Background: an optimization exercise with open tools, aiming at small area, a short achievable clock period and few clock cycles per item. Do not read the settings as production practice. At most, simulation tests tie the RTL to the original design; equivalence was not proved. For run 2, only the layout was checked, not whether the RTL still works.

$ cat design/flow/design.v
package instr_register_pkg;
   localparam int unsigned NUM_REGS = 32;
   typedef logic [4:0]         address_t;
   typedef logic signed [31:0] operand_t;
   typedef logic signed [63:0] result_t;
   typedef enum logic [3:0] {
      ZERO  = 4'd0,
      PASSA = 4'd1,
      PASSB = 4'd2,
      ADD   = 4'd3,
      SUB   = 4'd4,
      MULT  = 4'd5,
      DIV   = 4'd6,
      MOD   = 4'd7
   } opcode_t;
   typedef struct packed {
      opcode_t  opc;
      operand_t a;
      operand_t b;
   } instruction_t;
endpackage
module instr_reader_alu
(
   input  logic        mul,
   input  logic [31:0] v,
   input  logic [31:0] y,
   input  logic [2:0]  bd,
   input  logic        ysgn,
   input  logic        qin,
   output logic [31:0] v_next,
   output logic [1:0]  obits
);
   logic one, two, neg;
   always_comb begin
      if (mul) begin
         one = bd[1] ^ bd[0];
         two = (bd[2] & ~bd[1] & ~bd[0]) | (~bd[2] & bd[1] & bd[0]);
         neg = bd[2];
      end else begin
         one = 1'b1;
         two = 1'b0;
         neg = ~ysgn;
      end
   end
   logic [33:0] xa, ya, s;
   always_comb begin
      xa = {{2{mul & v[31]}}, v};
      ya = ({34{one}} & {{2{y[31]}}, y}) | ({34{two}} & {y[31], y, 1'b0});
      ya = ya ^ {34{neg}};
   end
   logic [33:0] g0, p0;
   logic [34:0] gg, pp;
   always_comb begin
      g0 = xa & ya;
      p0 = xa ^ ya;
      gg = {g0, neg};
      pp = {p0, 1'b0};
      for (int d = 1; d < 35; d = d * 2)
         for (int k = 2 * d - 1; k < 35; k = k + 2 * d) begin
            gg[k] = gg[k] | (pp[k] & gg[k - d]);
            pp[k] = pp[k] & pp[k - d];
         end
      for (int d = 16; d >= 1; d = d / 2)
         for (int k = 3 * d - 1; k < 35; k = k + 2 * d) begin
            gg[k] = gg[k] | (pp[k] & gg[k - d]);
            pp[k] = pp[k] & pp[k - d];
         end
      for (int i = 0; i < 34; i++) s[i] = p0[i] ^ gg[i];
   end
   logic take;
   assign take = ~s[32];
   always_comb begin
      if (mul) begin
         v_next = s[33:2];
         obits  = s[1:0];
      end else begin
         v_next = take ? {s[30:0], qin} : {v[30:0], qin};
         obits  = {1'b0, take};
      end
   end
endmodule
module instr_reader
(
   input  logic         clk,
   input  logic         reset,
   input  logic         start,
   input  instr_register_pkg::address_t     start_addr,
   input  logic [5:0]   num_instr,
   output instr_register_pkg::address_t     read_pointer,
   input  instr_register_pkg::instruction_t instruction_word,
   output logic         result_valid,
   input  logic         result_ready,
   output instr_register_pkg::result_t      result,
   output instr_register_pkg::address_t     result_addr,
   output instr_register_pkg::opcode_t      result_opc,
   output logic         div_by_zero,
   output logic         busy,
   output logic         done
);
   localparam int RM  = 8;         
   localparam int NGM = 32 / RM;
   localparam int RD  = 4;         
   localparam int NGD = 32 / RD;
   logic [5:0]  fetch_cnt;        
   logic        instr_v;          
   logic [2:0]  step;             
   instr_register_pkg::instruction_t instr_q;
   logic [63:0] res_q;
   wire [3:0]   opc = instr_q.opc;
   wire [31:0]  a   = instr_q.a;
   wire [31:0]  b   = instr_q.b;
   function automatic logic [3:0] groups_u(input logic [31:0] x);
      groups_u = '0;
      for (int j = 0; j < NGD; j++)
         if (x[j*RD +: RD] != '0) groups_u = 4'(j + 1);
   endfunction
   function automatic logic [2:0] groups_s(input logic [31:0] x);
      groups_s = 3'(NGM);
      for (int n = NGM - 1; n >= 1; n--)
         if (((x ^ {32{x[31]}}) >> (n*RM - 1)) == '0)
            groups_s = 3'(n);
   endfunction
   wire        op_mul  = (opc == instr_register_pkg::MULT);
   wire        op_div  = (opc == instr_register_pkg::DIV);
   wire        op_mod  = (opc == instr_register_pkg::MOD);
   wire        op_add  = (opc == instr_register_pkg::ADD);
   wire        op_sub  = (opc == instr_register_pkg::SUB);
   wire        op_pa   = (opc == instr_register_pkg::PASSA);
   wire        op_pb   = (opc == instr_register_pkg::PASSB);
   wire        sa      = a[31];
   wire        sb      = b[31];
   wire        b_zero  = (b == '0);
   function automatic logic [31:0] cneg(input logic [31:0] x, input logic n);
      logic [31:0] xi;
      logic [8:0]  cb;
      logic        c;
      xi    = x ^ {32{n}};
      cb[0] = n;
      for (int k = 0; k < 8; k++) cb[k+1] = cb[k] & (&xi[4*k +: 4]);
      for (int k = 0; k < 8; k++) begin
         c = cb[k];
         for (int i = 4*k; i < 4*k + 4; i++) begin
            cneg[i] = xi[i] ^ c;
            c       = xi[i] & c;
         end
      end
   endfunction
   wire [31:0] abs_a   = cneg(a, sa);
   wire [31:0] bm      = b ^ {32{sb}};         
   wire [3:0]  na      = groups_u(abs_a);
   wire [3:0]  nb      = groups_u(bm);
   wire        quick   = (na < nb);             
   wire [3:0]  kd_raw  = na - nb;               
   wire [2:0]  kd_m1   = (kd_raw > 4'(NGD - 1)) ? 3'(NGD - 1) : 3'(kd_raw);
   wire        long_div = (op_div || op_mod) && !b_zero && !quick;
   wire [2:0]  ga      = groups_s(a);
   wire [2:0]  gb      = groups_s(b);
   wire        swap    = (ga < gb);
   wire [1:0]  gm_m1   = op_mul ? 2'((swap ? ga : gb) - 3'd1) : 2'd0;
   wire [2:0]  last_step = long_div ? kd_m1 : {1'b0, gm_m1};
   wire        first   = (step == '0);
   wire        last    = (step == last_step);
   logic [31:0] h0, mb, hi0, lo0;
   always_comb begin
      h0 = (op_add || op_sub || op_pa || (op_mod && !b_zero)) ? a : '0;
      if (op_mul)                mb = swap ? a : b;
      else if (op_add || op_pb)  mb = 32'd1;
      else if (op_sub) mb = '1;
      else             mb = '0;
      if (long_div) begin
         hi0 = abs_a >> (int'(kd_m1) * RD + RD - 1);
         lo0 = abs_a << (32 - (int'(kd_m1) * RD + RD));
      end else begin
         hi0 = h0;
         lo0 = mb;
      end
   end
   logic [31:0] hi_in, lo_in;
   assign hi_in = first ? hi0 : res_q[63:32];
   assign lo_in = first ? lo0 : res_q[31:0];
   wire        use_a   = op_mul && !swap;
   wire [31:0] mop     = use_a ? a : b;
   logic        bprev;                       
   logic [RM:0] bwin;
   assign bwin  = {lo_in[RM-1:0], first ? 1'b0 : bprev};
   logic [31:0] vr [0:RD];
   logic [1:0]  ob [0:RD-1];
   assign vr[0] = hi_in;
   for (genvar i = 0; i < RD; i++) begin : g_row
      instr_reader_alu u_row (
         .mul    (!long_div),
         .v      (vr[i]),
         .y      (mop),
         .bd     (bwin[2*i +: 3]),
         .ysgn   (sb),
         .qin    (lo_in[30 - i]),
         .v_next (vr[i+1]),
         .obits  (ob[i])
      );
   end
   logic [RM-1:0] pbit;
   logic [RD-1:0] qbit;
   for (genvar i = 0; i < RD; i++) begin : g_bits
      assign pbit[2*i +: 2] = ob[i];
      assign qbit[RD-1-i]   = ob[i][0];
   end
   logic [63:0] mul_t, mul_res, div_res, next_res;
   logic [1:0]  msh;
   logic [31:0] lo_m, lo_d, dv;
   logic        dneg;
   always_comb begin
      lo_m    = {pbit, lo_in[31:RM]};         
      lo_d    = {lo_in[31-RD:0], qbit};       
      msh     = last ? ~gm_m1 : 2'd0;
      mul_t   = msh[1] ? {{16{vr[RD][31]}}, vr[RD], lo_m[31:16]} : {vr[RD], lo_m};
      mul_res = msh[0] ? {{8{mul_t[63]}}, mul_t[63:8]} : mul_t;
      dv      = op_div ? lo_d : {1'b0, vr[RD][31:1]};
      dneg    = op_div ? (sa ^ sb) : sa;
      div_res = {{32{dneg && (dv != '0)}}, cneg(dv, dneg)};
      if (long_div) next_res = last ? div_res : {vr[RD], lo_d};
      else          next_res = mul_res;
   end
   logic replay;
   wire  out_free = !result_valid || result_ready;
   wire  go       = instr_v && !replay && out_free;
   logic result_idle;                         
   wire  res_free = result_idle || result_ready;
   wire  retire   = go && last;
   wire  fetch    = busy && (fetch_cnt != '0) && !replay && (!instr_v || last);
   always_ff @(posedge clk or posedge reset) begin
      if (reset) begin
         busy         <= 1'b0;
         done         <= 1'b0;
         result_valid <= 1'b0;
         result_idle  <= 1'b1;
         instr_v      <= 1'b0;
         replay       <= 1'b0;
         step         <= '0;
      end else begin
         if (!busy) begin
            if (start) begin
               busy <= 1'b1;
               done <= (num_instr == '0);
            end
         end else if (done) begin
            busy <= 1'b0;
            done <= 1'b0;
         end else if (result_valid && result_ready && !instr_v && fetch_cnt == '0) begin
            done <= 1'b1;
         end
         if (go) begin
            result_valid <= last;
            result_idle  <= !last;
         end else if (result_ready) begin
            result_valid <= 1'b0;
            result_idle  <= 1'b1;
         end
         if (go) step <= last ? '0 : step + 3'd1;
         replay <= fetch && instr_v && !go;
         if (fetch) instr_v <= 1'b1;
         else if (replay || retire) instr_v <= 1'b0;
      end
   end
   always_ff @(posedge clk) begin
      if (!busy && start) begin
         read_pointer <= start_addr;
         fetch_cnt    <= num_instr;
      end else if (fetch) begin
         read_pointer <= read_pointer + 5'd1;
         fetch_cnt    <= fetch_cnt - 6'd1;
      end else if (replay) begin
         read_pointer <= read_pointer - 5'd2;
         fetch_cnt    <= fetch_cnt + 6'd2;
      end
      if (fetch) instr_q <= instruction_word;
      if (res_free) begin
         res_q       <= next_res;
         result_addr <= read_pointer - 5'd1;
         result_opc  <= instr_register_pkg::opcode_t'(opc);
         div_by_zero <= (op_div || op_mod) && b_zero;
      end
      bprev <= lo_in[RM-1];
   end
   assign result = res_q;
endmodule
$ cat design/flow/flow/run.sh
#!/bin/bash
# Layout flow: the standard flow (standard.sh) with two changes.
#  1. Synthesis maps the combinational logic with flow/area.abc (two rounds
#     of dc2 AIG restructuring, then choice computation and &nf mapping,
#     instead of the delay-oriented restructuring of ORFS's speed script).
#     Everything else in synthesis is the standard flow's synth_recipe.tcl and ORFS's
#     synth.tcl unchanged, so the registers are those of the standard
#     synthesis.
#  2. Port buffers are sky130_fd_sc_hd__buf_1 cells.
# Each tool's output goes to a log of its own in this folder.
set -euo pipefail
W=$(pwd)
F=$W/flow

# ORFS's synth.tcl with the ABC script replaced
sed "s|^  log_cmd abc {\*}\$abc_args|  set abc_args [lreplace \$abc_args 1 1 $F/area.abc]\n  log_cmd abc {*}\$abc_args|" \
   "$FLOW_HOME/scripts/synth.tcl" > "$W/synth_area.tcl"
grep -q "area.abc" "$W/synth_area.tcl"
sed "s|source \$::env(SCRIPTS_DIR)/synth.tcl|source $W/synth_area.tcl|" \
   "$W/synth_recipe.tcl" > "$W/synth_recipe_area.tcl"
grep -q "synth_area.tcl" "$W/synth_recipe_area.tcl"
sed "s|SYNTH_SCRIPT=[^ ]*|SYNTH_SCRIPT=$W/synth_recipe_area.tcl|" \
   "$W/standard.sh" > "$W/standard_area.sh"
grep -q "synth_recipe_area.tcl" "$W/standard_area.sh"

export BUFFER_PORTS_ARGS="-buffer_cell sky130_fd_sc_hd__buf_1"

bash "$W/standard_area.sh" synth > "$W/synth.log" 2>&1
bash "$W/standard.sh" > "$W/layout.log" 2>&1
test -s "$W/out/final.def"
$ cat design/flow/constraint.sdc
create_clock -name core_clock -period 210.0 [get_ports {clk}]
set_input_delay 42.0000 -clock core_clock [delete_from_list [all_inputs] [get_ports {clk}]]
set_output_delay 42.0000 -clock core_clock [all_outputs]
set_load 0.01 [all_outputs]
$ cat design/flow/config.mk
export PLATFORM = sky130hd
export DESIGN_NAME = instr_reader
export DESIGN_NICKNAME = instr_reader
export VERILOG_FILES = /design/flow/design.v
export SDC_FILE = /design/flow/constraint.sdc
export NUM_CORES = 8
export LEC_CHECK = 0
export CAP_MARGIN = 20
export CORE_MARGIN = 2
export CORE_UTILIZATION = 60
export CTS_BUF_LIST = sky130_fd_sc_hd__clkbuf_4 sky130_fd_sc_hd__clkbuf_8
export PLACE_DENSITY = 0.7
export SETUP_SLACK_MARGIN = 5
export SLEW_MARGIN = 20
$ cat design/flow/standard.sh
#!/bin/bash
# synth_recipe.tcl (not shown) runs the flow's synth.tcl, then flattens the netlist and writes it again
# the make line also repeats each setting of config.mk as NAME=value (left out here)
make -C /OpenROAD-flow-scripts/flow DESIGN_CONFIG=/design/flow/config.mk WORK_HOME=/design/flow/orfs CLKGATE_MAP_FILE= SYNTH_SCRIPT=/design/flow/synth_recipe.tcl "${@:-finish}"
$ cat design/flow/flow/area.abc
strash
dc2
dc2
&get -n
&dch -f
&nf
&put
topo
stime -c
buffer -c
upsize -c
dnsize -c
==> impl_metrics.json, run 1 <==
{
  "drc": 0,
  "port_buffers": 164,
  "synthAdderAreaFrac_pct": 16.3,
  "placement.cell_area_mm2": 0.0240,
  "nets": 3250,
  "die_y_um": 200,
  "ys_seq_area_share_pct": 21.0,
  "rsz0062_at_grt": "no",
  "critPathKind": "flip-flop to primary output",
  "synthesis.area_mm2": 0.0230,
  "clk_pin_slew_ns": 0.10,
  "fin_crit_ns": 43.28,
  "synthCells": 2862,
  "path_max_fanout": 8,
  "track_usage_pct": 51.2,
  "path_cells": "buf_1",
  "ant_nets": 0,
  "dr_total_vias": 24700,
  "grt_pass1_wl_mm": 149,
  "die_area_mm2": 0.0399,
  "cts_tree": "built",
  "multiInputGateArea_mm2": 0.0170,
  "post_cts_resized": 0,
  "fill_cells": 3275,
  "hold-worst-slack_ns": 0.546,
  "grt_antenna_before_repair": 4,
  "worst_path_max_delay_cell": "edfxtp_1",
  "row_count": 71,
  "crit_family": "flip-flops",
  "crit_arrival_ns": 1.28,
  "clock-sinks": 163,
  "tns_ns": 0,
  "final_core_util_pct": 64.8,
  "areaGrowthSynthToFinish_pct": 6.37,
  "critPathMaxStageDelay_ns": 0.53,
  "hold_viol": 0,
  "fmax_mhz": 23.1,
  "grt_max_degree": 88,
  "post_route_cells_drive_above_1_share_pct": 5.76,
  "initial_utilization_pct": 61.0,
  "pre_cts_ws_ns": 166.44,
  "io_pins": 165,
  "crit_required_ns": 168.00,
  "synth_compound_area_share_pct": 27.3,
  "ff_latch_area_mm2": 0.00484,
  "post_cts_buffers": 0,
  "finalSetupViolCount": 0,
  "syn_nets": 3206,
  "synthSimpleGateAreaFrac_pct": 14.2,
  "synth_area_per_cell_um2": 8.04,
  "endpoint_kind": "primary output",
  "hold_path_depth": 0,
  "synth_seq_cells": 163,
  "yosys_warnings": 5,
  "status": "no timing/DRC/antenna violations",
  "core_mm2": 0.0378,
  "clk-insertion-delay-late_ns": 0.56,
  "hp-class": "flip-flop to flip-flop",
  "critical_path_cell_count": 1,
  "finClkSkew_ns": 0.0189,
  "synth_area_leader_cell": "edfxtp_1",
  "start_kind": "flip-flop",
  "synth_enable_flop_cells": 153,
  "die_w_um": 200,
  "max_cap_viol_count": 0,
  "grt_pass1_vias": 23400,
  "path_buf_inv": 1,
  "drt_wl_total_mm": 103,
  "holdBufCountCts": 0,
  "drt-initial-drc-count": 4162,
  "setup_slack_ns": 166.73,
  "synth_xor_area_share_pct": 11.3,
  "ctsRootBufferMaster": "clkbuf_8",
  "dpl.hpwl_mm": 77.7,
  "htreeDepth": 4,
  "stdcell_area_mm2": 0.0245,
  "netlist-cell-type-count": 95,
  "placedCellCount": 3397,
  "worstMarginPinSlew_ns": 1.23,
  "stdcell_count": 3432,
  "synth-async-reset-ratio_pct": 5.52,
  "cts-buffers-inserted": 17,
  "synthMuxAreaShare_pct": 4.35,
  "vias_per_cell": 7.21,
  "firstDrtPassIters": 8,
  "synth_top_family_by_area": "compound AO/OA/AOI/OAI gates",
  "ys_dominant_reg_cell": "edfxtp_1",
  "drv_slew": 0,
  "min_period_over_period_pct": 20.6,
  "r2r_cells": 163,
  "wl_per_cell_um": 29.9,
  "cts_max_path_buffers": 2,
  "synth_top_area_share_pct": 20.0,
  "gp_congestion": 1.08,
  "synthTopCellsByArea": "edfxtp_1 (20%), ha_1 (11%), xnor2_1 (6.9%)",
  "overflow": 0,
  "maxSlewHeadroom_pct": 18.0
}
[Yosys cell counts, types with 36 or more instances]
| cell type | count |
|---|---|
| a21oi_1 | 292 |
| nor2_1 | 255 |
| nand2_1 | 250 |
| ha_1 | 196 |
| o21ai_0 | 195 |
| xnor2_1 | 182 |
| clkbuf_1 | 157 |
| edfxtp_1 | 153 |
| o22ai_1 | 150 |
| inv_1 | 125 |
| xor2_1 | 112 |
| mux2i_1 | 93 |
| fa_1 | 65 |
| o22a_1 | 60 |
| o21a_1 | 51 |
| nand3_1 | 36 |
[path summary, 6_finish.rpt]
check / from / end / slack (ns)
max: read_pointer[2]$_DFFE_PP_ / read_pointer[2] / 166.73
min: instr_q[65]$_DFFE_PP_ / result_opc[1]$_DFFE_PP_ / 0.55
max reg2reg: instr_q[63]$_DFFE_PP_ / res_q[30]$_DFFE_PP_ / 170.40
min reg2reg: instr_q[65]$_DFFE_PP_ / result_opc[1]$_DFFE_PP_ / 0.55
max in group asynchronous: reset / result_idle$_DFFE_PP1P_ / 168.31
min in group asynchronous: reset / busy$_DFF_PP0_ / 41.40
[state kept, by name (all words and copies together), names as in the netlist]
| register | count |
|---|---|
| res_q | 64 |
| fetch_cnt | 6 |
| step | 3 |
| result_idle | 1 |
| instr_q | 68 |
| busy | 1 |
| div_by_zero | 1 |
| read_pointer | 5 |
| instr_v | 1 |
| bprev | 1 |
| result_valid | 1 |
| done | 1 |
| result_opc | 4 |
| replay | 1 |
| result_addr | 5 |
[routing by layer]
layer,vias up,global-route usage (%),routed length [µm]
li1,10500,-,-
met1,11600,62.6,35700
met2,2086,73.3,41500
met3,490,19.7,16400
met4,2,37.4,8970
met5,-,0,11
[cell type report]
type	instances	share of cell area (%)
timing repair buffer	224	4.35
antenna	2	0.0204
clock buffer	18	0.987
sequential	163	19.8
tap	511	2.61
clock inverter	14	0.644
multi-input combinational	2371	69.6
inverter	129	1.98
[cell usage in the layout, fill, tap and decap left out, types with 10 or more instances in the layout]
| cell type | count |
|---|---|
| a21boi_1 | 10 |
| o21ai_1 | 23 |
| a21o_1 | 22 |
| edfxtp_1 | 153 |
| a221oi_1 | 26 |
| nand2_1 | 249 |
| clkbuf_8 | 17 |
| buf_1 | 164 |
| o211ai_1 | 10 |
| o22a_1 | 60 |
| ha_1 | 196 |
| a31oi_1 | 28 |
| xnor2_1 | 182 |
| nand3_1 | 36 |
| fa_1 | 65 |
| nor2b_1 | 11 |
| buf_4 | 60 |
| inv_1 | 124 |
| nand2b_1 | 16 |
| mux2i_1 | 87 |
| and2_1 | 17 |
| a22oi_1 | 27 |
| o221ai_1 | 11 |
| a211oi_1 | 19 |
| and3_1 | 12 |
| nor4_1 | 12 |
| xor2_1 | 111 |
| o21ai_0 | 195 |
| a21oi_1 | 287 |
| nand4_1 | 15 |
| o22ai_1 | 150 |
| o21a_1 | 51 |
| nor2_1 | 252 |
| nor3_1 | 23 |
[kinds of logic (layout without fill, tap and decap cells)]
kind of cell	count (synthesis)	count (layout)
AOI/OAI and AO/OA	1002	1002
and+or+nand+nor	715	715
buffers and inverters	328	385
xor gates and xnor gates	295	295
adders and majority gates	261	261
DFF	163	163
muxes	98	98
other	0	2
Testbench counts, summed over its fixed seeds: cycles 10,452, items 6,351.
==> run 2, diff against run 1 <==
--- a/design/flow/design.v
+++ b/design/flow/design.v
@@ -166,6 +166,6 @@
       if (op_mul)                mb = swap ? a : b;
       else if (op_add || op_pb)  mb = 32'd1;
-      else if (op_sub) mb = '1;
-      else             mb = '0;
+      else if (op_sub)           mb = '1;
+      else                       mb = '0;
       if (long_div) begin
          hi0 = abs_a >> (int'(kd_m1) * RD + RD - 1);
==> design/flow/config.mk (replaced) <==
export PLATFORM = sky130hd
export DESIGN_NAME = instr_reader
export DESIGN_NICKNAME = instr_reader
export VERILOG_FILES = /design/flow/design.v
export SDC_FILE = /design/flow/constraint.sdc
export NUM_CORES = 8
export LEC_CHECK = 0
export CAP_MARGIN = 5
export CORE_MARGIN = 2
export CORE_UTILIZATION = 60
export CTS_BUF_LIST = sky130_fd_sc_hd__clkbuf_8
export PLACE_DENSITY = 0.7
export SETUP_SLACK_MARGIN = 5
export SLEW_MARGIN = 5
==> run 2 against run 1 <==
  * Final cell count about the same
  * Clock skew increased by 0.0012 ns
  * Utilization decreased by 0.079 points
  * Global-route usage about the same
  * First-iteration DRC count increased by 2.4%
  * Critical endpoint unchanged
==> impl_metrics.json, run 2 <==
{
  "synthAdderAreaFrac_pct": 16.3,
  "vias_per_cell": 7.23,
  "synth_top_family_by_area": "compound AO/OA/AOI/OAI gates",
  "post_cts_resized": 0,
  "crit_family": "flip-flops",
  "syn_nets": 3206,
  "stdcell_count": 3433,
  "port_buffers": 164,
  "nets": 3249,
  "wl_per_cell_um": 30.0,
  "grt_pass1_wl_mm": 149,
  "synth_area_per_cell_um2": 8.04,
  "path_buf_inv": 1,
  "areaGrowthSynthToFinish_pct": 6.24,
  "overflow": 0,
  "yosysMostFrequentCell": "a21oi_1",
  "synth_top_area_share_pct": 20.0,
  "multiInputGateArea_mm2": 0.0170,
  "netlist-cell-type-count": 95,
  "drv_slew": 0,
  "synth_seq_cells": 163,
  "post_route_cells_drive_above_1_share_pct": 5.45,
  "fin_crit_ns": 43.27,
  "crit_required_ns": 168.00,
  "finalSetupViolCount": 0,
  "post_cts_buffers": 0,
  "ctsRootBufferMaster": "clkbuf_8",
  "grt_antenna_before_repair": 4,
  "holdBufCountCts": 0,
  "worst_path_max_delay_cell": "edfxtp_1",
  "initial_utilization_pct": 61.0,
  "path_cells": "buf_1",
  "synthMuxAreaShare_pct": 4.35,
  "synth-async-reset-ratio_pct": 5.52,
  "dpl.hpwl_mm": 77.7,
  "cts_tree": "built",
  "grt_max_degree": 88,
  "drt_wl_total_mm": 103,
  "fmax_mhz": 23.1,
  "final_common_cell": "a21oi_1",
  "clk-insertion-delay-late_ns": 0.56,
  "critPathMaxStageDelay_ns": 0.52,
  "path_max_fanout": 8,
  "yosys_warnings": 5,
  "die_y_um": 200,
  "drc": 0,
  "synth_common_cells": "a21oi_1 (292), nor2_1 (255), nand2_1 (250)",
  "top_register": "instr_q",
  "placement.cell_area_mm2": 0.0240,
  "clock-sinks": 163,
  "most-common-layout-cells": "a21oi_1 (287), nor2_1 (252), nand2_1 (249)",
  "cts-buffers-inserted": 17,
  "htreeDepth": 4,
  "synthSimpleGateAreaFrac_pct": 14.2,
  "cts_max_path_buffers": 2,
  "max_cap_viol_count": 0,
  "hp-class": "flip-flop to flip-flop",
  "critPathKind": "flip-flop to primary output",
  "stdcell_area_mm2": 0.0244,
  "clk_pin_slew_ns": 0.11,
  "grt_pass1_vias": 23400,
  "rsz0062_at_grt": "no",
  "status": "no timing/DRC/antenna violations",
  "synthTopCellsByArea": "edfxtp_1 (20%), ha_1 (11%), xnor2_1 (6.9%)",
  "ys_seq_area_share_pct": 21.0,
  "ff_latch_area_mm2": 0.00484,
  "io_pins": 165,
  "drt-initial-drc-count": 4262,
  "reg_top3": "instr_q (68), res_q (64), fetch_cnt (6)",
  "synthCells": 2862,
  "rr_startpoint": "instr_q[63]$_DFFE_PP_",
  "ys_dominant_reg_cell": "edfxtp_1",
  "min_period_over_period_pct": 20.6,
  "start_kind": "flip-flop",
  "hold_viol": 0,
  "worstReg2RegEnd": "res_q[30]$_DFFE_PP_",
  "finClkSkew_ns": 0.0201,
  "largest_reg_flops": 68,
  "maxSlewHeadroom_pct": 4.50,
  "crit_arrival_ns": 1.27,
  "regToRegSetupSlack_ns": 169.52,
  "row_count": 71,
  "hold_start": "instr_v$_DFFE_PP0P_",
  "synth_compound_area_share_pct": 27.3,
  "fill_cells": 3284,
  "synth_enable_flop_cells": 153,
  "core_mm2": 0.0378,
  "hold-worst-slack_ns": 0.539,
  "die_w_um": 200,
  "track_usage_pct": 51.2,
  "dr_total_vias": 24800,
  "synth_area_leader_cell": "edfxtp_1",
  "gp_congestion": 1.08,
  "synth_xor_area_share_pct": 11.3,
  "hold_path_depth": 1,
  "synthesis.area_mm2": 0.0230,
  "placedCellCount": 3397,
  "hold_end": "done$_DFFE_PP0P_",
  "r2r_cells": 162,
  "ant_nets": 0,
  "die_area_mm2": 0.0399,
  "firstDrtPassIters": 9,
  "tns_ns": 0,
  "endpoint_kind": "primary output",
  "worstMarginPinSlew_ns": 1.39
}
run 2: cell counts after synthesis:
Identical to the previous run, type by type.
run 2: area by class of cell:
cell class | instances | share of cell area (%)
Inverter | 129 | 1.99
Clock inverter | 15 | 0.660
Tap cell | 511 | 2.62
Antenna cell | 4 | 0.0409
Clock buffer | 17 | 0.957
Multi-Input combinational cell | 2371 | 69.6
Sequential cell | 163 | 19.8
Timing Repair Buffer | 223 | 4.33
run 2: worst max path at each step:
stage / cells after the start / endpoint / slack, ns / start
floorplan: 1 / div_by_zero$_DFFE_PP_ / 166.65 / result_ready
global placement: 3 / res_q[31]$_DFFE_PP_ / 166.48 / result_ready
detailed placement: 3 / res_q[29]$_DFFE_PP_ / 166.44 / result_ready
CTS: 1 / read_pointer[2] / 166.72 / read_pointer[2]$_DFFE_PP_
global route: 1 / read_pointer[2] / 166.69 / read_pointer[2]$_DFFE_PP_
finish: 1 / read_pointer[2] / 166.73 / read_pointer[2]$_DFFE_PP_
run 2: stage by stage:
stage,utilization (%),setup WS (ns)
after CTS,64.7,166.72
after detailed placement,63.7,166.44
after floorplan,-,166.65
after global placement,63.7,166.48
final,64.8,166.73
after global routing,64.7,166.69
run 2: cell families after synthesis:
kind of cell,count (synthesis)
xor+xnor,295
buf+inv,328
compound gates,1002
simple gates,715
flops,163
fa+ha+maj,261
mux,98
run 2: per-layer routing:
layer / up-vias / GRT usage [%] / part of all wire (%)
li1: 10500 / - / -
met1: 11600 / 62.6 / 35
met2: 2164 / 73.1 / 40
met3: 491 / 19.7 / 16
met4: 0 / 37.6 / 8.8
met5: - / 0 / 0
run 2: worst reg2reg max path, delay by kind of cell, from the launching register on:
family / cells / cell delay (ns)
adder cells (fa/ha/maj): 19 / 6.27
XOR/XNOR: 5 / 1.60
AO/OA/AOI/OAI: 88 / 19.40
buffers and inverters: 5 / 1.20
flip-flops: 1 / 0.34
AND/OR/NAND/NOR: 45 / 11.27
==> run 3, diff against run 2 <==
--- a/design/flow/design.v
+++ b/design/flow/design.v
@@ -153,9 +153,11 @@
    wire [3:0]  kd_raw  = na - nb;               
    wire [2:0]  kd_m1   = (kd_raw > 4'(NGD - 1)) ? 3'(NGD - 1) : 3'(kd_raw);
-   wire        long_div = (op_div || op_mod) && !b_zero && !quick;
+   wire        b_unit   = (b[31:1] == '0 && b[0]) || (b == '1);
+   wire        long_div = (op_div || op_mod) && !b_zero && !b_unit && !quick;
+   wire        prod     = op_mul || (op_div && b_unit);
    wire [2:0]  ga      = groups_s(a);
    wire [2:0]  gb      = groups_s(b);
    wire        swap    = (ga < gb);
-   wire [1:0]  gm_m1   = op_mul ? 2'((swap ? ga : gb) - 3'd1) : 2'd0;
+   wire [1:0]  gm_m1   = prod ? 2'((swap ? ga : gb) - 3'd1) : 2'd0;
    wire [2:0]  last_step = long_div ? kd_m1 : {1'b0, gm_m1};
    wire        first   = (step == '0);
@@ -163,6 +165,6 @@
    logic [31:0] h0, mb, hi0, lo0;
    always_comb begin
-      h0 = (op_add || op_sub || op_pa || (op_mod && !b_zero)) ? a : '0;
-      if (op_mul)                mb = swap ? a : b;
+      h0 = (op_add || op_sub || op_pa || (op_mod && !b_zero && !b_unit)) ? a : '0;
+      if (prod)                  mb = swap ? a : b;
       else if (op_add || op_pb)  mb = 32'd1;
       else if (op_sub)           mb = '1;
@@ -179,5 +181,5 @@
    assign hi_in = first ? hi0 : res_q[63:32];
    assign lo_in = first ? lo0 : res_q[31:0];
-   wire        use_a   = op_mul && !swap;
+   wire        use_a   = prod && !swap;
    wire [31:0] mop     = use_a ? a : b;
    logic        bprev;                       
@@ -215,9 +217,9 @@
       mul_t   = msh[1] ? {{16{vr[RD][31]}}, vr[RD], lo_m[31:16]} : {vr[RD], lo_m};
       mul_res = msh[0] ? {{8{mul_t[63]}}, mul_t[63:8]} : mul_t;
-      dv      = op_div ? lo_d : {1'b0, vr[RD][31:1]};
-      dneg    = op_div ? (sa ^ sb) : sa;
-      div_res = {{32{dneg && (dv != '0)}}, cneg(dv, dneg)};
-      if (long_div) next_res = last ? div_res : {vr[RD], lo_d};
-      else          next_res = mul_res;
+      dv      = (op_div || !last) ? lo_d : {1'b0, vr[RD][31:1]};
+      dneg    = last && (op_div ? (sa ^ sb) : sa);
+      div_res[31:0]  = cneg(dv, dneg);
+      div_res[63:32] = last ? {32{dneg && div_res[31]}} : vr[RD];
+      next_res = long_div ? div_res : mul_res;
    end
    logic replay;
--- a/design/flow/config.mk
+++ b/design/flow/config.mk
@@ -6,5 +6,5 @@
 export NUM_CORES = 8
 export LEC_CHECK = 0
-export CAP_MARGIN = 5
+export CAP_MARGIN = 10
 export CORE_MARGIN = 2
 export CORE_UTILIZATION = 60
@@ -12,3 +12,3 @@
 export PLACE_DENSITY = 0.7
 export SETUP_SLACK_MARGIN = 5
-export SLEW_MARGIN = 5
+export SLEW_MARGIN = 10
==> run 3 against run 2 <==
  * Area after synthesis is 0.69% lower
  * Still clean on timing, DRC and antenna
  * Final cell count is 0.35% lower
  * Wire length is 7.1% lower
  * Global-route usage is 3.4 points lower
  * Sequential share of layout area is 0.16 points higher
  * Die area is 0.67% lower
  * Worst setup slack better by 0.056 ns
  * Utilization is 0.20 points lower
==> impl_metrics.json, run 3 <==
{
  "drv_slew": 0,
  "io_pins": 165,
  "post_route_cells_drive_above_1_share_pct": 6.06,
  "path_buf_inv": 1,
  "most-common-layout-cells": "nand2_1 (292), a21oi_1 (289), nor2_1 (221)",
  "tns_ns": 0,
  "worstMarginPinSlew_ns": 1.29,
  "overflow": 0,
  "post_cts_resized": 0,
  "endpoint_kind": "primary output",
  "synthCells": 2854,
  "drt_wl_total_mm": 95.6,
  "synth_top_area_share_pct": 20.1,
  "hold_start": "done$_DFFE_PP0P_",
  "cts_max_path_buffers": 2,
  "final_core_util_pct": 64.6,
  "path_cells": "buf_1",
  "holdBufCountCts": 0,
  "clk_pin_slew_ns": 0.11,
  "placedCellCount": 3385,
  "regToRegSetupSlack_ns": 170.58,
  "worstReg2RegEnd": "res_q[61]$_DFFE_PP_",
  "status": "no timing/DRC/antenna violations",
  "crit_required_ns": 168.00,
  "synthesis.area_mm2": 0.0229,
  "r2r_cells": 179,
  "synth_common_cells": "a21oi_1 (292), nand2_1 (292), nor2_1 (224)",
  "core_mm2": 0.0376,
  "firstDrtPassIters": 9,
  "finalSetupViolCount": 0,
  "row_count": 71,
  "drt-initial-drc-count": 3714,
  "hold_end": "busy$_DFF_PP0_",
  "rsz0062_at_grt": "no",
  "stdcell_count": 3421,
  "maxSlewHeadroom_pct": 11.3,
  "fmax_mhz": 23.1,
  "grt_pass1_vias": 22700,
  "reg_top3": "instr_q (68), res_q (64), fetch_cnt (6)",
  "port_buffers": 164,
  "ctsRootBufferMaster": "clkbuf_8",
  "crit_arrival_ns": 1.21,
  "critical_path_cell_count": 1,
  "fin_crit_ns": 43.21,
  "max_cap_viol_count": 0,
  "clk-insertion-delay-late_ns": 0.50,
  "ant_nets": 0,
  "cts-buffers-inserted": 17,
  "min_period_over_period_pct": 20.6,
  "gp_congestion": 1.06,
  "synth_area_per_cell_um2": 8.01,
  "clock-sinks": 163,
  "critPathKind": "flip-flop to primary output",
  "placement.cell_area_mm2": 0.0238,
  "vias_per_cell": 7.08,
  "top_register": "instr_q",
  "ys_seq_area_share_pct": 21.2,
  "crit_family": "flip-flops",
  "areaGrowthSynthToFinish_pct": 6.14,
  "die_y_um": 199,
  "syn_nets": 3199,
  "yosys_warnings": 5,
  "track_usage_pct": 47.8,
  "hold_path_depth": 1,
  "synth-async-reset-ratio_pct": 5.52,
  "finClkSkew_ns": 0.0170,
  "grt_max_degree": 81,
  "drc": 0,
  "hp-class": "flip-flop to flip-flop",
  "grt_pass1_wl_mm": 140,
  "die_w_um": 199,
  "start_kind": "flip-flop",
  "hold-worst-slack_ns": 0.538,
  "synth_seq_cells": 163,
  "dr_total_vias": 24200,
  "synth_enable_flop_cells": 153,
  "worst_path_max_delay_cell": "edfxtp_1",
  "ys_dominant_reg_cell": "edfxtp_1",
  "hold_viol": 0,
  "synth_area_leader_cell": "edfxtp_1",
  "largest_reg_flops": 68,
  "nets": 3238,
  "crit_start": "res_q[62]$_DFFE_PP_",
  "stdcell_area_mm2": 0.0243,
  "grt_antenna_before_repair": 3,
  "final_common_cell": "nand2_1",
  "cts_tree": "built",
  "initial_utilization_pct": 60.8,
  "path_max_fanout": 2,
  "post_cts_buffers": 0,
  "rr_startpoint": "instr_q[63]$_DFFE_PP_",
  "critPathMaxStageDelay_ns": 0.53,
  "htreeDepth": 4,
  "wl_per_cell_um": 27.9,
  "die_area_mm2": 0.0397,
  "dpl.hpwl_mm": 74.3,
  "netlist-cell-type-count": 92,
  "synthTopCellsByArea": "edfxtp_1 (20%), ha_1 (11%), a21oi_1 (6.4%)"
}
## run 3: cell types whose count changed in the layout (fill, tap and decap cells not counted), moves of 27 or more
cell     before  now
o22ai_1     150  113
nand2_1     249  292
xor2_1      111  153
xnor2_1     182  141
o21a_1       51   21
o21ai_0     195  168
nor2_1      252  221
a31oi_1      28   62
## run 3: final cells by class
cell class	count	area, µm²
flip-flops and latches	163	4840
clock buffers	17	234
inverters	154	578
well taps	511	639
multi-input cells	2335	16700
diodes	4	10.0
repair buffers	222	1050
clock inverters	15	169
fillers	3376	13300
## run 3: kinds of logic after synthesis
family	after synthesis	synth area share, %
compound gates	981	27.4
simple gates	720	14.1
buf+inv	356	6.12
xor+xnor	294	11.3
fa+ha+maj	262	16.5
flops	163	21.2
mux	78	3.49
## run 3: how the worst max path moves through the flow
stage,end
final,result[62]
after global routing,read_pointer[2]
after CTS,read_pointer[2]
after detailed placement,res_q[48]$_DFFE_PP_
after global placement,res_q[52]$_DFFE_PP_
after floorplan,div_by_zero$_DFFE_PP_
## run 3: layer usage
metal	wire length, µm	vias up	track usage [%]
met3	13100	451	13.3
met1	35100	11500	60.8
met5	10	-	0
li1	-	10400	-
met2	40300	1886	71.6
met4	7090	2	30.1
## run 3: per-stage QoR
step	setup slack (ns)
2_1_floorplan	166.65
3_3_place_gp	166.54
3_5_place_dp	166.51
4_1_cts	166.78
5_1_grt	166.73
6_report	166.79
Testbench counts of run 3, summed over its fixed seeds: cycles 10,380, items 6,351.
==> run 4, diff against run 3 <==
--- a/design/flow/config.mk
+++ b/design/flow/config.mk
@@ -6,5 +6,5 @@
 export NUM_CORES = 8
 export LEC_CHECK = 0
-export CAP_MARGIN = 10
+export CAP_MARGIN = 20
 export CORE_MARGIN = 2
 export CORE_UTILIZATION = 60
@@ -12,3 +12,3 @@
 export PLACE_DENSITY = 0.7
 export SETUP_SLACK_MARGIN = 5
-export SLEW_MARGIN = 10
+export SLEW_MARGIN = 20
==> run 4 against run 3 <==
  * Sequential cell count is the same
  * Synthesized cell count is the same
  * Fmax is essentially flat
  * Hold slack gained 0.0033 ns
  * Die area is the same
  * Largest cell class unchanged
==> impl_metrics.json, run 4 <==
{
  "row_count": 71,
  "dr_total_vias": 24200,
  "nets": 3239,
  "drc": 0,
  "synth_common_cells": "a21oi_1 (292), nand2_1 (292), nor2_1 (224)",
  "post_route_cells_drive_above_1_share_pct": 6.23,
  "ys_dominant_reg_cell": "edfxtp_1",
  "ant_nets": 0,
  "final_common_cell": "nand2_1",
  "worstMarginPinSlew_ns": 1.23,
  "worst_path_max_delay_cell": "edfxtp_1",
  "hold_start": "done$_DFFE_PP0P_",
  "synth_area_per_cell_um2": 8.01,
  "firstDrtPassIters": 9,
  "synthesis.area_mm2": 0.0229,
  "grt_antenna_before_repair": 3,
  "yosys_warnings": 5,
  "cts-buffers-inserted": 17,
  "die_w_um": 199,
  "maxSlewHeadroom_pct": 15.7,
  "setup_slack_ns": 166.77,
  "fill_cells": 3372,
  "drt-initial-drc-count": 3623,
  "critical_path_cell_count": 1,
  "min_period_over_period_pct": 20.6,
  "drt_wl_total_mm": 95.4,
  "pre_cts_ws_ns": 166.51,
  "synthMuxAreaShare_pct": 3.49,
  "ctsRootBufferMaster": "clkbuf_8",
  "rsz0062_at_grt": "no",
  "post_cts_resized": 0,
  "status": "no timing/DRC/antenna violations",
  "holdBufCountCts": 0,
  "cts_tree": "built",
  "post_cts_buffers": 0,
  "path_buf_inv": 1,
  "clk_pin_slew_ns": 0.10,
  "synth_top_area_share_pct": 20.1,
  "most-common-layout-cells": "nand2_1 (292), a21oi_1 (289), nor2_1 (221)",
  "io_pins": 165,
  "syn_nets": 3199,
  "crit_arrival_ns": 1.23,
  "rr_startpoint": "instr_q[63]$_DFFE_PP_",
  "clock-sinks": 163,
  "crit_family": "flip-flops",
  "dpl.hpwl_mm": 74.3,
  "synthSimpleGateAreaFrac_pct": 14.1,
  "critPathKind": "flip-flop to primary output",
  "synth_compound_area_share_pct": 27.4,
  "path_max_fanout": 2,
  "regToRegSetupSlack_ns": 170.61,
  "tns_ns": 0,
  "reg_top3": "instr_q (68), res_q (64), fetch_cnt (6)",
  "overflow": 0,
  "fmax_mhz": 23.1,
  "synthTopCellsByArea": "edfxtp_1 (20%), ha_1 (11%), a21oi_1 (6.4%)",
  "core_mm2": 0.0376,
  "hp-class": "flip-flop to flip-flop",
  "placement.cell_area_mm2": 0.0238,
  "crit_start": "res_q[62]$_DFFE_PP_",
  "r2r_cells": 179,
  "grt_pass1_vias": 22700,
  "synth-async-reset-ratio_pct": 5.52,
  "finalSetupViolCount": 0,
  "drv_slew": 0,
  "placedCellCount": 3385,
  "crit_required_ns": 168.00,
  "critPathMaxStageDelay_ns": 0.52,
  "start_kind": "flip-flop",
  "finClkSkew_ns": 0.0165,
  "vias_per_cell": 7.09,
  "ys_seq_area_share_pct": 21.2,
  "synth_enable_flop_cells": 153,
  "synth_xor_area_share_pct": 11.3,
  "synth_seq_cells": 163,
  "largest_reg_flops": 68,
  "die_y_um": 199,
  "synthAdderAreaFrac_pct": 16.5,
  "stdcell_area_mm2": 0.0243,
  "endpoint_kind": "primary output",
  "top_register": "instr_q",
  "wl_per_cell_um": 27.9,
  "grt_pass1_wl_mm": 140,
  "synth_area_leader_cell": "edfxtp_1",
  "clk-insertion-delay-late_ns": 0.51,
  "hold-worst-slack_ns": 0.542,
  "track_usage_pct": 47.8,
  "max_cap_viol_count": 0,
  "stdcell_count": 3420,
  "final_core_util_pct": 64.6,
  "fin_crit_ns": 43.24,
  "initial_utilization_pct": 60.8,
  "hold_viol": 0,
  "synth_top_family_by_area": "compound AO/OA/AOI/OAI gates",
  "cts_max_path_buffers": 2,
  "htreeDepth": 4,
  "synthCells": 2854,
  "netlist-cell-type-count": 92,
  "areaGrowthSynthToFinish_pct": 6.21,
  "grt_max_degree": 81,
  "port_buffers": 164,
  "crit_end": "result[62]",
  "path_cells": "buf_1",
  "die_area_mm2": 0.0397,
  "gp_congestion": 1.06,
  "worstReg2RegEnd": "res_q[61]$_DFFE_PP_"
}
-- run 4: cell types whose count changed in the layout (fill, tap and decap cells not counted), sizes merged --
cell / previous run / this run
diode: 4 / 2
clkbuf: 17 / 18
-- run 4: how the worst min path moves through the flow --
stage / end / slack [ns] / depth (start not counted)
after floorplan: result_opc[1]$_DFFE_PP_ / 0.47 / 0
after global placement: busy$_DFF_PP0_ / 0.52 / 1
after detailed placement: result_opc[3]$_DFFE_PP_ / 0.52 / 0
after CTS: busy$_DFF_PP0_ / 0.54 / 1
after global routing: busy$_DFF_PP0_ / 0.55 / 1
final: busy$_DFF_PP0_ / 0.54 / 1
-- run 4: layout make-up --
class                           instances  area [µm²]  share of cell area [%]
Inverter                              154         578                    2.38
Clock buffer                           17         234                   0.964
Tap cell                              511         639                    2.63
Clock inverter                         15         169                   0.696
Sequential cell                       163        4840                    19.9
Antenna cell                            2        5.00                  0.0206
Timing Repair Buffer                  223        1060                    4.36
Multi-Input combinational cell       2335       16700                    69.0
-- run 4: cells by family after synthesis --
family / after synthesis
compound gates: 981
buf+inv: 356
simple gates: 720
xor+xnor: 294
flops: 163
fa+ha+maj: 262
mux: 78
-- run 4: layer usage --
layer  global-route usage, %  vias to the layer above  wire length (µm)
met5                       0                        -                11
met4                    30.1                        2              6940
met3                    13.3                      421             13200
met2                    71.6                     1904             40300
met1                    60.8                    11500             34900
li1                        -                    10400                 -
==> run 5, diff against run 4 <==
--- a/design/flow/config.mk
+++ b/design/flow/config.mk
@@ -9,5 +9,6 @@
 export CORE_MARGIN = 2
 export CORE_UTILIZATION = 60
-export CTS_BUF_LIST = sky130_fd_sc_hd__clkbuf_8
+export CTS_BUF_LIST = sky130_fd_sc_hd__clkbuf_4 sky130_fd_sc_hd__clkbuf_8
+export CTS_CLUSTER_SIZE = 10
 export PLACE_DENSITY = 0.7
 export SETUP_SLACK_MARGIN = 5
==> run 5 against run 4 <==
  * Via count stayed put
  * Cell area is the same
  * Global-route usage unchanged
  * Still clean
  * Highest routed layer unchanged
  * First-iteration DRC count unchanged
  * Fmax stayed put
  * Critical path type unchanged
  * Synthesized cell count is the same
  * Non-clock buffer count is the same
  * Utilization unchanged
  * Worst setup slack unchanged
  * Largest cell class unchanged
==> impl_metrics.json, run 5 <==
{
  "clk-insertion-delay-late_ns": 0.51,
  "post_cts_buffers": 0,
  "drt_wl_total_mm": 95.4,
  "wl_per_cell_um": 27.9,
  "top_register": "instr_q",
  "yosys_warnings": 5,
  "synth-async-reset-ratio_pct": 5.52,
  "placement.cell_area_mm2": 0.0238,
  "io_pins": 165,
  "crit_arrival_ns": 1.23,
  "clock-sinks": 163,
  "final_core_util_pct": 64.6,
  "core_mm2": 0.0376,
  "overflow": 0,
  "worstMarginPinSlew_ns": 1.23,
  "clk_pin_slew_ns": 0.10,
  "synth_top_family_by_area": "compound AO/OA/AOI/OAI gates",
  "gp_congestion": 1.06,
  "max_cap_viol_count": 0,
  "synthSimpleGateAreaFrac_pct": 14.1,
  "ys_seq_area_share_pct": 21.2,
  "ant_nets": 0,
  "cts-buffers-inserted": 17,
  "areaGrowthSynthToFinish_pct": 6.21,
  "synth_enable_flop_cells": 153,
  "port_buffers": 164,
  "path_buf_inv": 1,
  "synthTopCellsByArea": "edfxtp_1 (20%), ha_1 (11%), a21oi_1 (6.4%)",
  "initial_utilization_pct": 60.8,
  "crit_required_ns": 168.00,
  "die_w_um": 199,
  "ys_dominant_reg_cell": "edfxtp_1",
  "min_period_over_period_pct": 20.6,
  "grt_pass1_vias": 22700,
  "row_count": 71,
  "endpoint_kind": "primary output",
  "crit_start": "res_q[62]$_DFFE_PP_",
  "synthAdderAreaFrac_pct": 16.5,
  "critPathMaxStageDelay_ns": 0.52,
  "netlist-cell-type-count": 92,
  "reg_top3": "instr_q (68), res_q (64), fetch_cnt (6)",
  "htreeDepth": 4,
  "stdcell_area_mm2": 0.0243,
  "setup_slack_ns": 166.77,
  "post_cts_resized": 0,
  "finalSetupViolCount": 0,
  "tns_ns": 0,
  "syn_nets": 3199,
  "drc": 0,
  "nets": 3239,
  "synthCells": 2854,
  "track_usage_pct": 47.8,
  "critPathKind": "flip-flop to primary output",
  "hp-class": "flip-flop to flip-flop",
  "status": "no timing/DRC/antenna violations",
  "hold_viol": 0,
  "synth_area_per_cell_um2": 8.01,
  "drt-initial-drc-count": 3623,
  "synthesis.area_mm2": 0.0229,
  "synth_compound_area_share_pct": 27.4,
  "dr_total_vias": 24200,
  "cts_tree": "built",
  "die_y_um": 199,
  "crit_family": "flip-flops",
  "start_kind": "flip-flop",
  "firstDrtPassIters": 9,
  "path_max_fanout": 2,
  "cts_max_path_buffers": 2,
  "worst_path_max_delay_cell": "edfxtp_1",
  "dpl.hpwl_mm": 74.3,
  "synth_seq_cells": 163,
  "pre_cts_ws_ns": 166.51,
  "grt_antenna_before_repair": 3,
  "finClkSkew_ns": 0.0165,
  "die_area_mm2": 0.0397,
  "path_cells": "buf_1",
  "synth_xor_area_share_pct": 11.3,
  "grt_max_degree": 81,
  "synth_area_leader_cell": "edfxtp_1",
  "drv_slew": 0,
  "most-common-layout-cells": "nand2_1 (292), a21oi_1 (289), nor2_1 (221)",
  "synth_common_cells": "a21oi_1 (292), nand2_1 (292), nor2_1 (224)",
  "fmax_mhz": 23.1,
  "post_route_cells_drive_above_1_share_pct": 6.23,
  "rr_startpoint": "instr_q[63]$_DFFE_PP_",
  "final_common_cell": "nand2_1",
  "maxSlewHeadroom_pct": 15.7,
  "holdBufCountCts": 0,
  "vias_per_cell": 7.09,
  "ctsRootBufferMaster": "clkbuf_8",
  "largest_reg_flops": 68,
  "synth_top_area_share_pct": 20.1,
  "fin_crit_ns": 43.24,
  "hold_start": "done$_DFFE_PP0P_",
  "grt_pass1_wl_mm": 140,
  "rsz0062_at_grt": "no",
  "synthMuxAreaShare_pct": 3.49
}
-- run 5: cell counts in the layout (fill, tap and decap cells not counted) --
No cell type changed its count.
-- run 5: final timing paths --
| kind | cells after the start | slack [ns] | end |
|---|---|---|---|
| hold / removal | 1 | 0.54 | busy$_DFF_PP0_ |
| max in group asynchronous | 2 | 168.29 | result_idle$_DFFE_PP1P_ |
| setup / recovery | 1 | 166.77 | result[62] |
| hold reg to reg | 1 | 0.54 | busy$_DFF_PP0_ |
| min in group asynchronous | 2 | 41.41 | step[0]$_DFFE_PP0P_ |
| setup reg to reg | 179 | 170.61 | res_q[61]$_DFFE_PP_ |
-- run 5: layout make-up --
| cell class | count | area [µm²] |
|---|---|---|
| multi-input cells | 2335 | 16700 |
| fillers | 3372 | 13300 |
| flip-flops and latches | 163 | 4840 |
| repair buffers | 223 | 1060 |
| well taps | 511 | 639 |
| inverters | 154 | 578 |
| clock buffers | 17 | 234 |
| clock inverters | 15 | 169 |
| diodes | 2 | 5.00 |
-- run 5: per-layer routing --
layer  up-vias  share of wire, %  track usage [%]
met2      1904                42             71.6
met1     11500                37             60.8
met5         -             0.012                0
met3       421                14             13.3
met4         2               7.3             30.1
li1      10400                 -                -
-- run 5: cell families (layout without fill, tap and decap cells) --
group | count (synthesis) | in the layout
compound gates | 981 | 981
xor+xnor | 294 | 294
fa+ha+maj | 262 | 262
buf+inv | 356 | 409
flops | 163 | 163
mux | 78 | 78
other cells | 0 | 2
simple gates | 720 | 720
-- run 5: stage by stage --
stage                     hold WS [ns]  std cells
after floorplan                  0.475       2854
after global placement           0.519       3385
after detailed placement         0.518       3385
after CTS                        0.535       3417
after global routing             0.554       3418
final                            0.542       3420
==> run 6, diff against run 5 <==
--- a/design/flow/design.v
+++ b/design/flow/design.v
@@ -207,5 +207,5 @@
       assign qbit[RD-1-i]   = ob[i][0];
    end
-   logic [63:0] mul_t, mul_res, div_res, next_res;
+   logic [63:0] wb, mul_t, next_res;
    logic [1:0]  msh;
    logic [31:0] lo_m, lo_d, dv;
@@ -214,12 +214,15 @@
       lo_m    = {pbit, lo_in[31:RM]};         
       lo_d    = {lo_in[31-RD:0], qbit};       
-      msh     = last ? ~gm_m1 : 2'd0;
-      mul_t   = msh[1] ? {{16{vr[RD][31]}}, vr[RD], lo_m[31:16]} : {vr[RD], lo_m};
-      mul_res = msh[0] ? {{8{mul_t[63]}}, mul_t[63:8]} : mul_t;
       dv      = (op_div || !last) ? lo_d : {1'b0, vr[RD][31:1]};
       dneg    = last && (op_div ? (sa ^ sb) : sa);
-      div_res[31:0]  = cneg(dv, dneg);
-      div_res[63:32] = last ? {32{dneg && div_res[31]}} : vr[RD];
-      next_res = long_div ? div_res : mul_res;
+      if (long_div) begin
+         wb[31:0]  = cneg(dv, dneg);
+         wb[63:32] = last ? {32{dneg && wb[31]}} : vr[RD];
+      end else begin
+         wb        = {vr[RD], lo_m};
+      end
+      msh      = (last && !long_div) ? ~gm_m1 : 2'd0;
+      mul_t    = msh[1] ? {{16{wb[63]}}, wb[63:16]} : wb;
+      next_res = msh[0] ? {{8{mul_t[63]}}, mul_t[63:8]} : mul_t;
    end
    logic replay;
--- a/design/flow/config.mk
+++ b/design/flow/config.mk
@@ -9,6 +9,5 @@
 export CORE_MARGIN = 2
 export CORE_UTILIZATION = 60
-export CTS_BUF_LIST = sky130_fd_sc_hd__clkbuf_4 sky130_fd_sc_hd__clkbuf_8
-export CTS_CLUSTER_SIZE = 10
+export CTS_BUF_LIST = sky130_fd_sc_hd__clkbuf_8
 export PLACE_DENSITY = 0.7
 export SETUP_SLACK_MARGIN = 5
==> run 6 against run 5 <==
  * Area after synthesis is 1.5% lower
  * Still clean
  * Highest routed layer unchanged
  * Critical endpoint is now read_pointer[2]
  * Hold slack worse by 0.020 ns
  * Critical path depth stayed put
  * Clock-buffer cell count stayed put
  * Register-to-register slack worse by 1.1 ns
==> impl_metrics.json, run 6 <==
{
  "tns_ns": 0,
  "worstMarginPinSlew_ns": 1.16,
  "ys_dominant_reg_cell": "edfxtp_1",
  "gp_congestion": 1.10,
  "path_cells": "buf_1",
  "drt-initial-drc-count": 3911,
  "nets": 3190,
  "clock-sinks": 163,
  "cts_max_path_buffers": 2,
  "placedCellCount": 3292,
  "stdcell_count": 3327,
  "drc": 0,
  "grt_use_met3_pct": 16.9,
  "post_cts_resized": 0,
  "worstReg2RegEnd": "res_q[30]$_DFFE_PP_",
  "crit_start": "read_pointer[2]$_DFFE_PP_",
  "die_y_um": 198,
  "crit_required_ns": 168.00,
  "synth_area_per_cell_um2": 8.13,
  "endpoint_kind": "primary output",
  "hold-worst-slack_ns": 0.521,
  "areaGrowthSynthToFinish_pct": 7.13,
  "post_cts_buffers": 0,
  "fin_crit_ns": 43.24,
  "synth_area_leader_cell": "edfxtp_1",
  "synth-async-reset-ratio_pct": 5.52,
  "largest_reg_flops": 68,
  "synth_common_cells": "a21oi_1 (304), nand2_1 (257), nor2_1 (220)",
  "start_kind": "flip-flop",
  "hold_path_depth": 1,
  "finalSetupViolCount": 0,
  "path_buf_inv": 1,
  "track_usage_pct": 48.7,
  "drt_wl_total_mm": 96.5,
  "clk-insertion-delay-late_ns": 0.51,
  "most-common-layout-cells": "a21oi_1 (301), nand2_1 (256), nor2_1 (216)",
  "port_buffers": 164,
  "netlist-cell-type-count": 85,
  "synth_top_area_share_pct": 20.4,
  "syn_nets": 3115,
  "ctsRootBufferMaster": "clkbuf_8",
  "dr_total_vias": 24000,
  "grt_max_degree": 78,
  "htreeDepth": 4,
  "grt_antenna_before_repair": 1,
  "grt-busiest-layer": "met2",
  "holdBufCountCts": 0,
  "post_route_cells_drive_above_1_share_pct": 6.19,
  "r2r_cells": 176,
  "grt_pass1_vias": 22300,
  "regToRegSetupSlack_ns": 169.55,
  "wl_per_cell_um": 29.0,
  "synthesis.area_mm2": 0.0225,
  "critPathMaxStageDelay_ns": 0.53,
  "dpl.hpwl_mm": 74.5,
  "cts_tree": "built",
  "worst_path_max_delay_cell": "edfxtp_1",
  "min_period_over_period_pct": 20.6,
  "maxSlewHeadroom_pct": 20.6,
  "die_w_um": 198,
  "io_pins": 165,
  "row_count": 70,
  "use_met2_pct": 68.0,
  "critPathKind": "flip-flop to primary output",
  "status": "no timing/DRC/antenna violations",
  "finClkSkew_ns": 0.0238,
  "top_register": "instr_q",
  "rr_startpoint": "instr_q[63]$_DFFE_PP_",
  "clk_pin_slew_ns": 0.11,
  "final_core_util_pct": 65.6,
  "reg_top3": "instr_q (68), res_q (64), fetch_cnt (6)",
  "ys_seq_area_share_pct": 21.5,
  "hold_start": "done$_DFFE_PP0P_",
  "vias_per_cell": 7.21,
  "core_mm2": 0.0368,
  "overflow": 0,
  "grt_pass1_wl_mm": 141,
  "hold_viol": 0,
  "grt_use_met1_pct": 64.7,
  "hold_end": "busy$_DFF_PP0_",
  "ant_nets": 0,
  "crit_family": "flip-flops",
  "fmax_mhz": 23.1,
  "final_common_cell": "a21oi_1",
  "synth_seq_cells": 163,
  "rsz0062_at_grt": "no",
  "firstDrtPassIters": 7,
  "synth_enable_flop_cells": 153,
  "path_max_fanout": 8,
  "die_area_mm2": 0.0391,
  "drv_slew": 0,
  "crit_arrival_ns": 1.24,
  "yosys_warnings": 5,
  "synthTopCellsByArea": "edfxtp_1 (20%), ha_1 (11%), a21oi_1 (6.8%)",
  "yosysMostFrequentCell": "a21oi_1",
  "cts-buffers-inserted": 17,
  "synthCells": 2770,
  "initial_utilization_pct": 61.2,
  "max_cap_viol_count": 0,
  "hp-class": "flip-flop to flip-flop"
}
-- run 6: cell types whose count changed after synthesis, moves of 13 or more --
cell,previous run,this run
o21ai_0,169,120
a31oi_1,62,27
o22ai_1,113,127
inv_1,152,165
a22oi_1,35,15
mux2i_1,70,122
nand2_1,292,257
-- run 6: worst max-delay path by stage --
stage                     cells past startpoint  slack [ns]                      to
after floorplan                               1      166.65   div_by_zero$_DFFE_PP_
after CTS                                     1      166.74         read_pointer[2]
after global placement                        3      166.61  fetch_cnt[1]$_DFFE_PP_
final                                         1      166.76         read_pointer[2]
after detailed placement                      3      166.55  fetch_cnt[1]$_DFFE_PP_
after global routing                          1      166.73         read_pointer[2]
-- run 6: cell type report --
class | instances | area [µm²]
sequential | 163 | 4840
clock buffer | 17 | 234
antenna | 1 | 2.50
inverter | 168 | 631
fill | 3170 | 12700
clock inverter | 15 | 145
tap | 468 | 586
multi-input combinational | 2258 | 16500
timing repair buffer | 237 | 1180
-- run 6: through the flow --
step / setup slack (ns) / instance area, µm²
2_1_floorplan: 166.65 / 22500
3_3_place_gp: 166.61 / 23700
3_5_place_dp: 166.55 / 23700
4_1_cts: 166.74 / 24100
5_1_grt: 166.73 / 24100
6_report: 166.76 / 24100
-- run 6: kinds of logic (layout without fill, tap and decap cells) --
logic type | count (synthesis) | in the layout | share of synthesized area, %
buffers and inverters | 349 | 437 | 5.89
multiplexers | 129 | 129 | 5.78
flip-flops | 163 | 163 | 21.5
adder cells (fa/ha/maj) | 262 | 262 | 16.7
other | 0 | 1 | 0
AND/OR/NAND/NOR | 671 | 671 | 13.1
AO/OA/AOI/OAI | 907 | 907 | 25.7
XOR/XNOR | 289 | 289 | 11.2
-- run 6: per-layer routing --
metal / part of all wire [%] / up-vias / wire (µm)
li1: - / 10200 / -
met5: 0.013 / - / 13
met1: 37 / 11300 / 35600
met4: 7.4 / 2 / 7110
met3: 16 / 397 / 15600
met2: 40 / 2062 / 38200
Testbench counts of run 6, summed over its fixed seeds: cycles 10,380, items 6,351.

## afterwards: timing with drivers on the ports
The flow's constraints put no driver on any port. The routed layouts listed below were extracted and timed again, unchanged, in two steps. Step 1 (the two cells are an assumption about what drives the block):
set clk [get_ports {clk}]
set_driving_cell -lib_cell sky130_fd_sc_hd__clkbuf_16 $clk
set_driving_cell -lib_cell sky130_fd_sc_hd__buf_2 [delete_from_list [all_inputs] $clk]
Step 2 adds t to the input delays and takes it off the output delays; t is the mean of the earliest and latest rising clock arrival at the registers after step 1. Input paths then give back, and output paths get back, about the clock's delay inside the block. Three values: no drivers, after step 1, after step 2; two values: the first two.
run | shift t [ns] | setup WS [ns] | pins driven straight from the clock port
run 1 | 0.609 | 166.725 / 166.667 / 166.375 | 1
run 2 | 0.608 | 166.730 / 166.672 / 166.379 | 1
run 3 | 0.548 | 166.786 / 166.734 / 166.407 | 1
run 4 | 0.551 | 166.765 / 166.714 / 166.404 | 1
run 5 | 0.551 | 166.765 / 166.714 / 166.404 | 1
run 6 | 0.553 | 166.761 / 166.711 / 166.533 | 1
After both steps setup and hold are still met in every run listed. The setup slack of run 3, which loses most, moves by -0.052 ns with the drivers and by -0.379 ns with both steps.
